Background: an optimization exercise with open tools, aiming at small area and a short achievable clock period. Do not read the settings as production practice. Only simulation tests tie the RTL to the original design; equivalence was not proved. No activity file was given, so power comes from the tool's default toggle rates.

Design acw_top, start of the top module:
module acw_top #(
	parameter int          NUM_REGIONS = 8,
	parameter logic [21:0] BASE_ADDR   = 22'h0
) (
	input  logic           clk,
	input  logic           rst,
	input  logic           host_valid_i,
	input  acw_pkg::addr_t host_addr_i,
	input  logic           host_write_i,
	input  acw_pkg::data_t host_wdata_i,
	output logic           host_ready_o,
	output logic           host_rsp_valid_o,
	output acw_pkg::data_t host_rsp_rdata_o,
	output logic           host_rsp_err_o,
	input  logic           host_rsp_ready_i,
	output logic           dev_valid_o,
	output acw_pkg::addr_t dev_addr_o,
	output logic           dev_write_o,
	output acw_pkg::data_t dev_wdata_o,
	input  logic           dev_ready_i,
	input  logic           dev_rsp_valid_i,
	input  acw_pkg::data_t dev_rsp_rdata_i,
	input  logic           dev_rsp_err_i,
	output logic           dev_rsp_ready_o,
	input  logic           cpu_req_i,
	input  logic           cpu_write_i,
	input  acw_pkg::addr_t cpu_addr_i,
	input  acw_pkg::data_t cpu_wdata_i,
	output logic           cpu_rsp_valid_o,
	output acw_pkg::data_t cpu_rsp_rdata_o,
	output logic           cpu_rsp_err_o,
	output logic           irq_o
);
Size: roughly 400 flip-flops, roughly 25,000 um^2 of cells after synthesis.
==> module acw_csr_bank, before the edit <==
module acw_csr_bank #(
	parameter int          NUM_REGIONS = 8,
	parameter logic [21:0] BASE_ADDR   = 22'h0
) (
	input  logic                                    clk,
	input  logic                                    rst,
	input  logic                                    cpu_req_i,
	input  logic                                    cpu_write_i,
	input  acw_pkg::addr_t                          cpu_addr_i,
	input  acw_pkg::data_t                          cpu_wdata_i,
	output logic                                    cpu_rsp_valid_o,
	output acw_pkg::data_t                          cpu_rsp_rdata_o,
	output logic                                    cpu_rsp_err_o,
	output logic [NUM_REGIONS-1:0][7:0]             region_cfg_o,
	output logic [NUM_REGIONS/4-1:0]                cfg_vld_o,
	output acw_pkg::region_addr_t [NUM_REGIONS-1:0] region_addr_o,
	output logic [NUM_REGIONS-1:0]                  addr_vld_o,
	input  logic                                    deny_i,
	input  acw_pkg::addr_t                          denied_addr_i,
	input  logic                                    denied_write_i,
	input  logic [1:0]                              state_i,
	output logic                                    go_idle_o,
	output logic                                    irq_o
);
	localparam int NUM_CFG_WORDS = NUM_REGIONS / 4;
	localparam int CFG_BASE      = acw_pkg::NUM_CTRL_REGS;
	localparam int ADDR_BASE     = CFG_BASE + NUM_CFG_WORDS;
	localparam int NUM_MAPPED    = ADDR_BASE + NUM_REGIONS;
	acw_pkg::reg_idx_t idx;
	logic base_hit;
	logic read_only;
	logic req_err;
	logic wr_en;
	logic rd_ok;
	logic [NUM_CFG_WORDS-1:0] cfg_sel;
	logic [NUM_REGIONS-1:0] addr_sel;
	acw_pkg::data_t rdata_d;
	logic [NUM_CFG_WORDS-1:0][31:0] cfg_q;
	logic [NUM_CFG_WORDS-1:0] cfg_vld_q;
	acw_pkg::region_addr_t [NUM_REGIONS-1:0] addr_q;
	logic [NUM_REGIONS-1:0] addr_vld_q;
	acw_pkg::addr_t denied_addr_q;
	logic denied_vld_q;
	logic denied_write_q;
	logic intr_state_q;
	logic intr_enable_q;
	logic go_idle_q;
	logic rsp_valid_q;
	logic rsp_err_q;
	acw_pkg::data_t rsp_rdata_q;
	always_comb begin
		idx = cpu_addr_i[9:2];
		base_hit = (cpu_addr_i[31:10] == BASE_ADDR);
		read_only = (idx == acw_pkg::reg_denied_addr) || (idx == acw_pkg::reg_denied_type) ||
			(idx == acw_pkg::reg_state);
		req_err = !base_hit || (cpu_addr_i[1:0] != 2'b00) || (int'(idx) >= NUM_MAPPED) ||
			(cpu_write_i && read_only) || (!cpu_write_i && (idx == acw_pkg::reg_go_idle));
		wr_en = cpu_req_i && cpu_write_i && !req_err;
		rd_ok = !cpu_write_i && !req_err;
		for (int k = 0; k < NUM_CFG_WORDS; k++) begin
			cfg_sel[k] = (int'(idx) == CFG_BASE + k);
		end
		for (int i = 0; i < NUM_REGIONS; i++) begin
			addr_sel[i] = (int'(idx) == ADDR_BASE + i);
		end
	end
	always_comb begin
		rdata_d = '0;
		if (idx == acw_pkg::reg_denied_addr && denied_vld_q) rdata_d = rdata_d | denied_addr_q;
		if (idx == acw_pkg::reg_denied_type) rdata_d[0] = rdata_d[0] | denied_write_q;
		if (idx == acw_pkg::reg_state) rdata_d[1:0] = rdata_d[1:0] | state_i;
		if (idx == acw_pkg::reg_intr_state) rdata_d[31] = rdata_d[31] | intr_state_q;
		if (idx == acw_pkg::reg_intr_enable) rdata_d[31] = rdata_d[31] | intr_enable_q;
		for (int k = 0; k < NUM_CFG_WORDS; k++) begin
			if (cfg_sel[k] && cfg_vld_q[k]) rdata_d = rdata_d | cfg_q[k];
		end
		for (int i = 0; i < NUM_REGIONS; i++) begin
			if (addr_sel[i] && addr_vld_q[i]) rdata_d = rdata_d | addr_q[i];
		end
		if (!rd_ok) rdata_d = '0;
	end
	always_ff @(posedge clk, negedge rst) begin
		if (!rst) begin
			cfg_vld_q <= '0;
			addr_vld_q <= '0;
			denied_vld_q <= 1'b0;
			denied_write_q <= 1'b0;
			intr_state_q <= 1'b0;
			intr_enable_q <= 1'b0;
			go_idle_q <= 1'b0;
			rsp_valid_q <= 1'b0;
			rsp_err_q <= 1'b0;
		end else begin
			rsp_valid_q <= cpu_req_i;
			rsp_err_q <= cpu_req_i && req_err;
			go_idle_q <= wr_en && (idx == acw_pkg::reg_go_idle);
			if (wr_en) begin
				for (int k = 0; k < NUM_CFG_WORDS; k++) begin
					if (cfg_sel[k]) cfg_vld_q[k] <= 1'b1;
				end
				for (int i = 0; i < NUM_REGIONS; i++) begin
					if (addr_sel[i]) addr_vld_q[i] <= 1'b1;
				end
				if (idx == acw_pkg::reg_intr_enable) begin
					intr_enable_q <= cpu_wdata_i[31];
				end
			end
			if (deny_i) begin
				intr_state_q <= 1'b1;
			end else if (wr_en && (idx == acw_pkg::reg_intr_state)) begin
				intr_state_q <= 1'b0;
			end
			if (deny_i) begin
				denied_vld_q <= 1'b1;
				denied_write_q <= denied_write_i;
			end
		end
	end
	always_ff @(posedge clk) begin
		if (wr_en) begin
			for (int k = 0; k < NUM_CFG_WORDS; k++) begin
				if (cfg_sel[k]) cfg_q[k] <= cpu_wdata_i;
			end
			for (int i = 0; i < NUM_REGIONS; i++) begin
				if (addr_sel[i]) addr_q[i] <= cpu_wdata_i;
			end
		end
		if (deny_i) begin
			denied_addr_q <= denied_addr_i;
		end
		rsp_rdata_q <= rdata_d;
	end
	assign cpu_rsp_valid_o = rsp_valid_q;
	assign cpu_rsp_rdata_o = rsp_rdata_q;
	assign cpu_rsp_err_o = rsp_err_q;
	for (genvar r = 0; r < NUM_REGIONS; r++) begin : gen_cfg_out
		assign region_cfg_o[r] = cfg_q[r/4][8*(r%4) +: 8];
	end
	assign cfg_vld_o = cfg_vld_q;
	assign region_addr_o = addr_q;
	assign addr_vld_o = addr_vld_q;
	assign go_idle_o = go_idle_q;
	assign irq_o = intr_state_q & intr_enable_q;
endmodule
==> flow/config.mk <==
export PLATFORM = sky130hd
export DESIGN_NAME = acw_top
export DESIGN_NICKNAME = acw_top
export VERILOG_FILES = /design/flow/design.v
export SDC_FILE = /design/flow/constraint.sdc
export NUM_CORES = 4
export LEC_CHECK = 0
export CAP_MARGIN = 20
export CORE_MARGIN = 2
export CORE_UTILIZATION = 70
export SETUP_SLACK_MARGIN = 3.0
export SLEW_MARGIN = 20
==> flow/constraint.sdc <==
create_clock -name core_clock -period 8.0 [get_ports {clk}]
set_input_delay 1.6000 -clock core_clock [delete_from_list [all_inputs] [get_ports {clk}]]
set_output_delay 1.6000 -clock core_clock [all_outputs]
set_load 0.01 [all_outputs]
standard.sh (not shown) runs the stock make flow with config.mk's settings and CLKGATE_MAP_FILE= SYNTH_SCRIPT=/design/flow/synth_recipe.tcl, a recipe that flattens the netlist after the stock synthesis.
==> flow/flow/run.sh <==
#!/bin/bash
# Standard ORFS layout with three changes: port buffers are the smallest buffer, the clock tree is
# built from mid-size buffers without dummy loads, and the cells in flow/dont_use.txt (the
# platform's own don't-use list plus slow cells with four stacked transistors) are kept out of
# synthesis and repair. The registers come out of synthesis exactly as in the standard flow.
# Each step's output goes to its own log in this folder (ORFS's own logs are under orfs/logs).
set -euo pipefail
here=$(cd "$(dirname "$0")" && pwd)
dont_use="DONT_USE_CELLS=$(tr '\n' ' ' < "$here/dont_use.txt")"
export BUFFER_PORTS_ARGS="-buffer_cell sky130_fd_sc_hd__buf_1"
export CTS_ARGS="-sink_clustering_enable -repair_clock_nets -dont_use_dummy_load -buf_list {sky130_fd_sc_hd__clkbuf_4 sky130_fd_sc_hd__clkbuf_8} -sink_clustering_size 12 -sink_clustering_max_diameter 50"
bash standard.sh "$dont_use" synth > synth.log 2>&1
bash standard.sh "$dont_use" floorplan > floorplan.log 2>&1
bash standard.sh "$dont_use" place > place.log 2>&1
bash standard.sh "$dont_use" cts > cts.log 2>&1
bash standard.sh "$dont_use" finish > finish.log 2>&1
Other scripts of this flow, unchanged in this note and not shown: flow/flow/dont_use.txt
Then changed:
--- a/flow/design.v
+++ b/flow/design.v
@@ -65,9 +65,9 @@
 	logic [NUM_REGIONS-1:0] addr_sel;
 	acw_pkg::data_t rdata_d;
 	logic [NUM_CFG_WORDS-1:0][31:0] cfg_q;
 	logic [NUM_CFG_WORDS-1:0] cfg_vld_q;
-	acw_pkg::region_addr_t [NUM_REGIONS-1:0] addr_q;
+	acw_pkg::region_addr_t [NUM_REGIONS-1:0] addr_n_q;
 	logic [NUM_REGIONS-1:0] addr_vld_q;
 	acw_pkg::addr_t denied_addr_q;
 	logic denied_vld_q;
 	logic denied_write_q;
@@ -103,9 +103,9 @@
 		for (int k = 0; k < NUM_CFG_WORDS; k++) begin
 			if (cfg_sel[k] && cfg_vld_q[k]) rdata_d = rdata_d | cfg_q[k];
 		end
 		for (int i = 0; i < NUM_REGIONS; i++) begin
-			if (addr_sel[i] && addr_vld_q[i]) rdata_d = rdata_d | addr_q[i];
+			if (addr_sel[i] && addr_vld_q[i]) rdata_d = rdata_d | ~addr_n_q[i];
 		end
 		if (!rd_ok) rdata_d = '0;
 	end
 	always_ff @(posedge clk, negedge rst) begin
@@ -150,9 +150,9 @@
 			for (int k = 0; k < NUM_CFG_WORDS; k++) begin
 				if (cfg_sel[k]) cfg_q[k] <= cpu_wdata_i;
 			end
 			for (int i = 0; i < NUM_REGIONS; i++) begin
-				if (addr_sel[i]) addr_q[i] <= cpu_wdata_i;
+				if (addr_sel[i]) addr_n_q[i] <= ~cpu_wdata_i;
 			end
 		end
 		if (deny_i) begin
 			denied_addr_q <= denied_addr_i;
@@ -165,9 +165,11 @@
 	for (genvar r = 0; r < NUM_REGIONS; r++) begin : gen_cfg_out
 		assign region_cfg_o[r] = cfg_q[r/4][8*(r%4) +: 8];
 	end
 	assign cfg_vld_o = cfg_vld_q;
-	assign region_addr_o = addr_q;
+	for (genvar r = 0; r < NUM_REGIONS; r++) begin : gen_addr_out
+		assign region_addr_o[r] = ~addr_n_q[r];
+	end
 	assign addr_vld_o = addr_vld_q;
 	assign go_idle_o = go_idle_q;
 	assign irq_o = intr_state_q & intr_enable_q;
 endmodule
The new run produced a clean layout.
Synthesized cell count went down by about 4.3%.
Utilization went down by 3.0 points.
Maximum frequency went down by about 0.5%.
Global-route usage hardly moves.
Cell area went down by about 4.4%.
Power went down by about 0.7%.
Non-clock buffer count went down by 21.

separate check: timing with driven ports:
No port has a modelled driver above. Below, the same layouts with a new extraction and two added sets of constraints. Step 1: set_driving_cell puts a clkbuf_16 on clk and a buf_2 on each other input, an assumption about the parent block. Step 2 also shifts input and output timing later by t, the mid clock arrival at the registers, as if the neighbouring blocks saw the same clock. a / b / c = ideal ports / drivers / drivers and shift; a / b = the first two.
| run | t (ns) | slack for setup (ns) | hold WS [ns] |
|---|---|---|---|
| the first run | 0.690 | 1.848 / 1.754 / 1.754 | 0.479 / 0.479 / 0.479 |
| the second run | 0.678 | 1.815 / 1.787 / 1.787 | 0.475 / 0.475 / 0.475 |
After both steps setup and hold are still met in every run listed. For the first run, which loses most, drivers alone change the setup slack by -0.094 ns; drivers and shift together by -0.094 ns.
